Context: an optimization exercise on an open-source flow, tuned for small area, a short achievable clock period and few clock cycles. The choices shown serve that exercise and are no tape-out recipe.

==> inputs of job 4368 <==
## dsp_27x27s_arbiter
module dsp_27x27s_arbiter (
  input  logic         clk,
  input  logic         aclr_n,
  input  logic [3:0]   req_valid,
  output logic [3:0]   req_ready,
  input  logic [107:0] req_ax,
  input  logic [107:0] req_ay,
  output logic         res_valid,
  input  logic         res_ready,
  output logic [1:0]   res_id,
  output logic [53:0]  res_data
);
clock: 7.3 ns
lec_check: 0
cap_margin: 20
core_margin: 2
core_utilization: 65
cts_buf_list: sky130_fd_sc_hd__clkbuf_8 sky130_fd_sc_hd__clkbuf_16
cts_cluster_diameter: 80
cts_cluster_size: 16
place_density: 0.75
setup_slack_margin: 3.6
slew_margin: 20
synth_hierarchical: 1
standard.sh (not shown) runs the stock make flow with config.mk's settings and CLKGATE_MAP_FILE= SYNTH_SCRIPT=/design/flow/synth_recipe.tcl, a recipe that flattens the netlist after the stock synthesis.
==> flow/flow/run.sh <==
#!/bin/bash
# Standard layout, with buf_1 cells as the port buffers.
set -euo pipefail
export BUFFER_PORTS_ARGS="-buffer_cell sky130_fd_sc_hd__buf_1"
bash standard.sh finish > standard_flow.log 2>&1
==> job 2816: changes against job 4368 <==
--- a/flow/design.v
+++ b/flow/design.v
@@ -66,27 +66,23 @@
     msk_b = '0;
     for (int i = 0; i < 4; i++) begin
       msk_a = msk_a | (pa[i] & {4{win_a[i]}});
       msk_b = msk_b | (pb[i] & {4{win_b[i]}});
     end
   end
   assign nxt_d = any ? win_a : win_b;
   assign msk_d = any ? msk_a : msk_b;
-  for (genvar b = 0; b < 27; b++) begin : g_sel
-    dsp_sel4 u_sx (
-      .s(nxt_d),
-      .d({req_ax[81+b], req_ax[54+b], req_ax[27+b], req_ax[b]}),
-      .y(sel_x[b])
-    );
-    dsp_sel4 u_sy (
-      .s(nxt_d),
-      .d({req_ay[81+b], req_ay[54+b], req_ay[27+b], req_ay[b]}),
-      .y(sel_y[b])
-    );
+  always_comb begin
+    sel_x = '0;
+    sel_y = '0;
+    for (int i = 0; i < 4; i++) begin
+      sel_x = sel_x | (req_ax[27*i +: 27] & {27{nxt_d[i]}});
+      sel_y = sel_y | (req_ay[27*i +: 27] & {27{nxt_d[i]}});
+    end
   end
   always_comb begin
     logic y2, y1, y0;
     for (int j = 0; j < 14; j++) begin
       y2 = (2*j+1 < 27) ? sel_y[2*j+1] : sel_y[26];
       y1 = sel_y[2*j];
       y0 = (j > 0) ? sel_y[2*j-1] : 1'b0;
       b_one[j] = y1 ^ y0;
@@ -1931,19 +1927,37 @@
   logic m1442;
   dsp_fa u_1443 (.a(m390), .b(m1294), .c(m1292), .s(m1441), .co(m1442));
   logic m1444;
   logic m1445;
   dsp_fa u_1446 (.a(m1295), .b(m365), .c(m391), .s(m1444), .co(m1445));
   logic m1447;
   logic m1448;
   dsp_ha1 u_1449 (.a(m392), .s(m1447), .co(m1448));
-  assign ra = {m1448, m1447, m1444, m1441, m1438, m1435, m1432, m1429, m1424, m1421, m1418, m1415, m1414, m1409, m1406, m1403, m1400, m1397, m1394, m1391, m1241, m1238, m1237, m1234, m1231, m1373, m1370, m1222, m1364, m1361, m1358, m1355, m1352, m1349, m1346, m1343, m1340, m1337, m1334, m1331, m1328, m1325, m1322, m1319, m1316, m1313, m1310, m1307, m1304, m1301, m1298, m30, m2, s0_neg[0]};
-  assign rb = {m393, m1445, m1442, m1439, m1436, m1433, m1430, m1427, m1426, m1423, m1420, m1417, m1412, m1411, m1408, m1405, m1402, m1399, m1396, m1393, m1390, m1387, m1382, m1379, m1376, m1228, m1225, m1369, m1366, m1363, m1360, m1357, m1354, m1351, m1348, m1345, m1342, m1339, m1336, m1333, m1330, m1327, m1324, m1321, m1318, m1315, m1312, m1309, m1306, m1303, m1300, m1297, 1'b0, m1};
-  assign rc = 1'b0;
+  logic m1450;
+  logic m1451;
+  dsp_ha u_1452 (.a(s0_neg[0]), .b(m1), .s(m1450), .co(m1451));
+  logic m1453;
+  logic m1454;
+  dsp_ha u_1455 (.a(m2), .b(m1451), .s(m1453), .co(m1454));
+  logic m1456;
+  logic m1457;
+  dsp_fa u_1458 (.a(m30), .b(m1297), .c(m1454), .s(m1456), .co(m1457));
+  logic m1459;
+  logic m1460;
+  dsp_fa u_1461 (.a(m1298), .b(m1300), .c(m1457), .s(m1459), .co(m1460));
+  logic m1462;
+  logic m1463;
+  dsp_fa u_1464 (.a(m1301), .b(m1303), .c(m1460), .s(m1462), .co(m1463));
+  logic m1465;
+  logic m1466;
+  dsp_fa u_1467 (.a(m1304), .b(m1306), .c(m1463), .s(m1465), .co(m1466));
+  assign ra = {m1448, m1447, m1444, m1441, m1438, m1435, m1432, m1429, m1424, m1421, m1418, m1415, m1414, m1409, m1406, m1403, m1400, m1397, m1394, m1391, m1241, m1238, m1237, m1234, m1231, m1373, m1370, m1222, m1364, m1361, m1358, m1355, m1352, m1349, m1346, m1343, m1340, m1337, m1334, m1331, m1328, m1325, m1322, m1319, m1316, m1313, m1310, m1307, m1465, m1462, m1459, m1456, m1453, m1450};
+  assign rb = {m393, m1445, m1442, m1439, m1436, m1433, m1430, m1427, m1426, m1423, m1420, m1417, m1412, m1411, m1408, m1405, m1402, m1399, m1396, m1393, m1390, m1387, m1382, m1379, m1376, m1228, m1225, m1369, m1366, m1363, m1360, m1357, m1354, m1351, m1348, m1345, m1342, m1339, m1336, m1333, m1330, m1327, m1324, m1321, m1318, m1315, m1312, m1309, 1'b0, 1'b0, 1'b0, 1'b0, 1'b0, 1'b0};
+  assign rc = m1466;
   assign r3 = {1'b0, 1'b0, 1'b0, 1'b0, 1'b0, 1'b0, 1'b0, 1'b0, 1'b0, 1'b0, 1'b0, 1'b0, 1'b0, 1'b0, 1'b0, 1'b0, 1'b0, 1'b0, 1'b0, 1'b0, m1388, m1385, m1384, m1381, m1378, m1375, m1372, m1367, 1'b0, 1'b0, 1'b0, 1'b0, 1'b0, 1'b0, 1'b0, 1'b0, 1'b0, 1'b0, 1'b0, 1'b0, 1'b0, 1'b0, 1'b0, 1'b0, 1'b0, 1'b0, 1'b0, 1'b0, 1'b0, 1'b0, 1'b0, 1'b0, 1'b0, 1'b0};
   logic q26, k26;
   dsp_fa u_q26 (.a(s1_a[26]), .b(s1_b[26]), .c(s1_r3[26]), .s(q26), .co(k26));
   logic q27, k27;
   dsp_fa u_q27 (.a(s1_a[27]), .b(s1_b[27]), .c(s1_r3[27]), .s(q27), .co(k27));
   logic q28, k28;
   dsp_fa u_q28 (.a(s1_a[28]), .b(s1_b[28]), .c(s1_r3[28]), .s(q28), .co(k28));
   logic q29, k29;
@@ -1992,17 +2006,17 @@
   dsp_ha u_q50 (.a(s1_a[50]), .b(s1_b[50]), .s(q50), .co(k50));
   logic q51, k51;
   dsp_ha u_q51 (.a(s1_a[51]), .b(s1_b[51]), .s(q51), .co(k51));
   logic q52, k52;
   dsp_ha u_q52 (.a(s1_a[52]), .b(s1_b[52]), .s(q52), .co(k52));
   logic q53, k53;
   dsp_ha u_q53 (.a(s1_a[53]), .b(s1_b[53]), .s(q53), .co(k53));
   assign s2_x = {q53, q52, q51, q50, q49, q48, q47, q46, q45, q44, q43, q42, q41, q40, q39, q38, q37, q36, q35, q34, q33, q32, q31, q30, q29, q28, q27, q26, s1_a[25], s1_a[24], s1_a[23], s1_a[22], s1_a[21], s1_a[20], s1_a[19], s1_a[18], s1_a[17], s1_a[16], s1_a[15], s1_a[14], s1_a[13], s1_a[12], s1_a[11], s1_a[10], s1_a[9], s1_a[8], s1_a[7], s1_a[6], s1_a[5], s1_a[4], s1_a[3], s1_a[2], s1_a[1], s1_a[0]};
-  assign s2_y = {k52, k51, k50, k49, k48, k47, k46, k45, k44, k43, k42, k41, k40, k39, k38, k37, k36, k35, k34, k33, k32, k31, k30, k29, k28, k27, k26, 1'b0, s1_b[25], s1_b[24], s1_b[23], s1_b[22], s1_b[21], s1_b[20], s1_b[19], s1_b[18], s1_b[17], s1_b[16], s1_b[15], s1_b[14], s1_b[13], s1_b[12], s1_b[11], s1_b[10], s1_b[9], s1_b[8], s1_b[7], s1_b[6], s1_b[5], s1_b[4], s1_b[3], s1_b[2], 1'b0, s1_b[0]};
+  assign s2_y = {k52, k51, k50, k49, k48, k47, k46, k45, k44, k43, k42, k41, k40, k39, k38, k37, k36, k35, k34, k33, k32, k31, k30, k29, k28, k27, k26, 1'b0, s1_b[25], s1_b[24], s1_b[23], s1_b[22], s1_b[21], s1_b[20], s1_b[19], s1_b[18], s1_b[17], s1_b[16], s1_b[15], s1_b[14], s1_b[13], s1_b[12], s1_b[11], s1_b[10], s1_b[9], s1_b[8], s1_b[7], s1_b[6], 1'b0, 1'b0, 1'b0, 1'b0, 1'b0, 1'b0};
   always_ff @(posedge clk or negedge aclr_n) begin
     if (!aclr_n) begin
       ptr_q <= 2'd0;
       nxt_q <= 4'd0;
       msk_q <= 4'd0;
       s1_v  <= 1'b0;
       s2_v  <= 1'b0;
     end else begin
@@ -2021,27 +2035,25 @@
     s0_two <= b_two;
     s0_neg <= b_neg;
     if (en) begin
       s1_a  <= ra;
       s1_b  <= rb;
       s1_r3 <= r3;
       s1_c  <= rc;
       s1_id <= nxt_id;
-      s2_p <= s2_x + s2_y;
+      s2_p[53:6] <= s2_x[53:6] + s2_y[53:6] + 54'(s1_c);
+      s2_p[5:0] <= s1_a[5:0];
       s2_id <= s1_id;
     end
   end
   assign res_valid = s2_v;
   assign res_id    = s2_id;
   assign res_data  = s2_p;
 endmodule
-module dsp_sel4 (input logic [3:0] s, input logic [3:0] d, output logic y);
-  assign y = |(s & d);
-endmodule
 module dsp_x2 (input logic a, b, output logic y);
   assign y = a ^ b;
 endmodule
 module dsp_mx (input logic s, a, b, output logic y);
   assign y = s ? b : a;
 endmodule
 module dsp_fa (input logic a, b, c, output logic s, co);
   assign s  = a ^ b ^ c;
==> job 5979: changes against job 4368 <==
--- a/flow/design.v
+++ b/flow/design.v
@@ -66,27 +66,23 @@
     msk_b = '0;
     for (int i = 0; i < 4; i++) begin
       msk_a = msk_a | (pa[i] & {4{win_a[i]}});
       msk_b = msk_b | (pb[i] & {4{win_b[i]}});
     end
   end
   assign nxt_d = any ? win_a : win_b;
   assign msk_d = any ? msk_a : msk_b;
-  for (genvar b = 0; b < 27; b++) begin : g_sel
-    dsp_sel4 u_sx (
-      .s(nxt_d),
-      .d({req_ax[81+b], req_ax[54+b], req_ax[27+b], req_ax[b]}),
-      .y(sel_x[b])
-    );
-    dsp_sel4 u_sy (
-      .s(nxt_d),
-      .d({req_ay[81+b], req_ay[54+b], req_ay[27+b], req_ay[b]}),
-      .y(sel_y[b])
-    );
+  always_comb begin
+    sel_x = '0;
+    sel_y = '0;
+    for (int i = 0; i < 4; i++) begin
+      sel_x = sel_x | (req_ax[27*i +: 27] & {27{nxt_d[i]}});
+      sel_y = sel_y | (req_ay[27*i +: 27] & {27{nxt_d[i]}});
+    end
   end
   always_comb begin
     logic y2, y1, y0;
     for (int j = 0; j < 14; j++) begin
       y2 = (2*j+1 < 27) ? sel_y[2*j+1] : sel_y[26];
       y1 = sel_y[2*j];
       y0 = (j > 0) ? sel_y[2*j-1] : 1'b0;
       b_one[j] = y1 ^ y0;
@@ -2029,19 +2025,16 @@
       s2_p <= s2_x + s2_y;
       s2_id <= s1_id;
     end
   end
   assign res_valid = s2_v;
   assign res_id    = s2_id;
   assign res_data  = s2_p;
 endmodule
-module dsp_sel4 (input logic [3:0] s, input logic [3:0] d, output logic y);
-  assign y = |(s & d);
-endmodule
 module dsp_x2 (input logic a, b, output logic y);
   assign y = a ^ b;
 endmodule
 module dsp_mx (input logic s, a, b, output logic y);
   assign y = s ? b : a;
 endmodule
 module dsp_fa (input logic a, b, c, output logic s, co);
   assign s  = a ^ b ^ c;
==> flow/config.mk (replaced) <==
export PLATFORM = sky130hd
export DESIGN_NAME = dsp_27x27s_arbiter
export DESIGN_NICKNAME = dsp_27x27s_arbiter
export VERILOG_FILES = /design/flow/design.v
export SDC_FILE = /design/flow/constraint.sdc
export NUM_CORES = 4
export LEC_CHECK = 0
export CAP_MARGIN = 20
export CORE_MARGIN = 2
export CORE_UTILIZATION = 60
export CTS_BUF_LIST = sky130_fd_sc_hd__clkbuf_8 sky130_fd_sc_hd__clkbuf_16
export CTS_CLUSTER_DIAMETER = 80
export CTS_CLUSTER_SIZE = 16
export PLACE_DENSITY = 0.7
export SETUP_SLACK_MARGIN = 3.6
export SLEW_MARGIN = 20
export SYNTH_HIERARCHICAL = 1
==> comparison table <==
quantity	job 5979	job 2816	job 4368
Run status	complete, no violations	complete, no violations	complete, no violations
Met3 capacity usage during global routing	0.115	0.122	0.112
Xor/xnor share of the synthesized area	0.152	0.155	0.154
Stages on worst setup path	8	4	12
Horiz. Die Dim	213 um	202 um	203 um
Detailed Route WL	88400 um	88000 um	83600 um
Sink count of the clock tree	253	249	253
Wire length of the first global-routing pass	130000 um	127000 um	126000 um
Worst hold slack	0.422 ns	0.415 ns	0.450 ns
Mapped Area	26100 um2	25500 um2	25900 um2
Routing usage on met1	0.491	0.513	0.507
Clock buffers and inverters, area share	0.0213	0.0218	0.0213
Antenna violations before repair	9	10	6
Number of flip-flops and latches in the synthesized netlist	253	249	253
Clock insertion delay at the later pin of the skew report	0.55 ns	0.54 ns	0.55 ns
Net count after synthesis	3087	2990	3065
Final core utilization	0.704	0.773	0.738
Worst hold path cell count	0	0	2
CP endpoint	s1_b[24]$_DFFE_PN_	req_ready[0]	s2_p[51]$_DFFE_PN_
Slowest stage cell on the critical path	sky130_fd_sc_hd__fa_1	sky130_fd_sc_hd__a221o_1	sky130_fd_sc_hd__fa_1
Function was not checked in any run of this note: the RTL went through the layout flow alone.

static timing again, ports no longer ideal:
Ports are ideal in the flow. The routed layouts listed here were re-timed in OpenROAD. Step 1: set_driving_cell puts a clkbuf_16 on clk and a buf_2 on each other input, an assumption about the parent block. Step 2 also shifts input and output timing later by t, the mid clock arrival at the registers, as if the neighbouring blocks saw the same clock. Slacks: ideal ports / drivers / drivers and shift; pairs: ideal ports / drivers.
run | t (ns) | setup WS [ns] | worst setup path after step 2
job 4368 | 0.599 | 3.493 / 3.411 / 3.161 | input to register
job 2816 | 0.589 | 3.449 / 3.415 / 3.169 | input to register
job 5979 | 0.599 | 3.570 / 3.570 / 3.246 | input to register
After both steps setup and hold are still met in every run listed. The setup slack of job 4368, which loses most, moves by -0.082 ns with the drivers and by -0.332 ns with both steps.
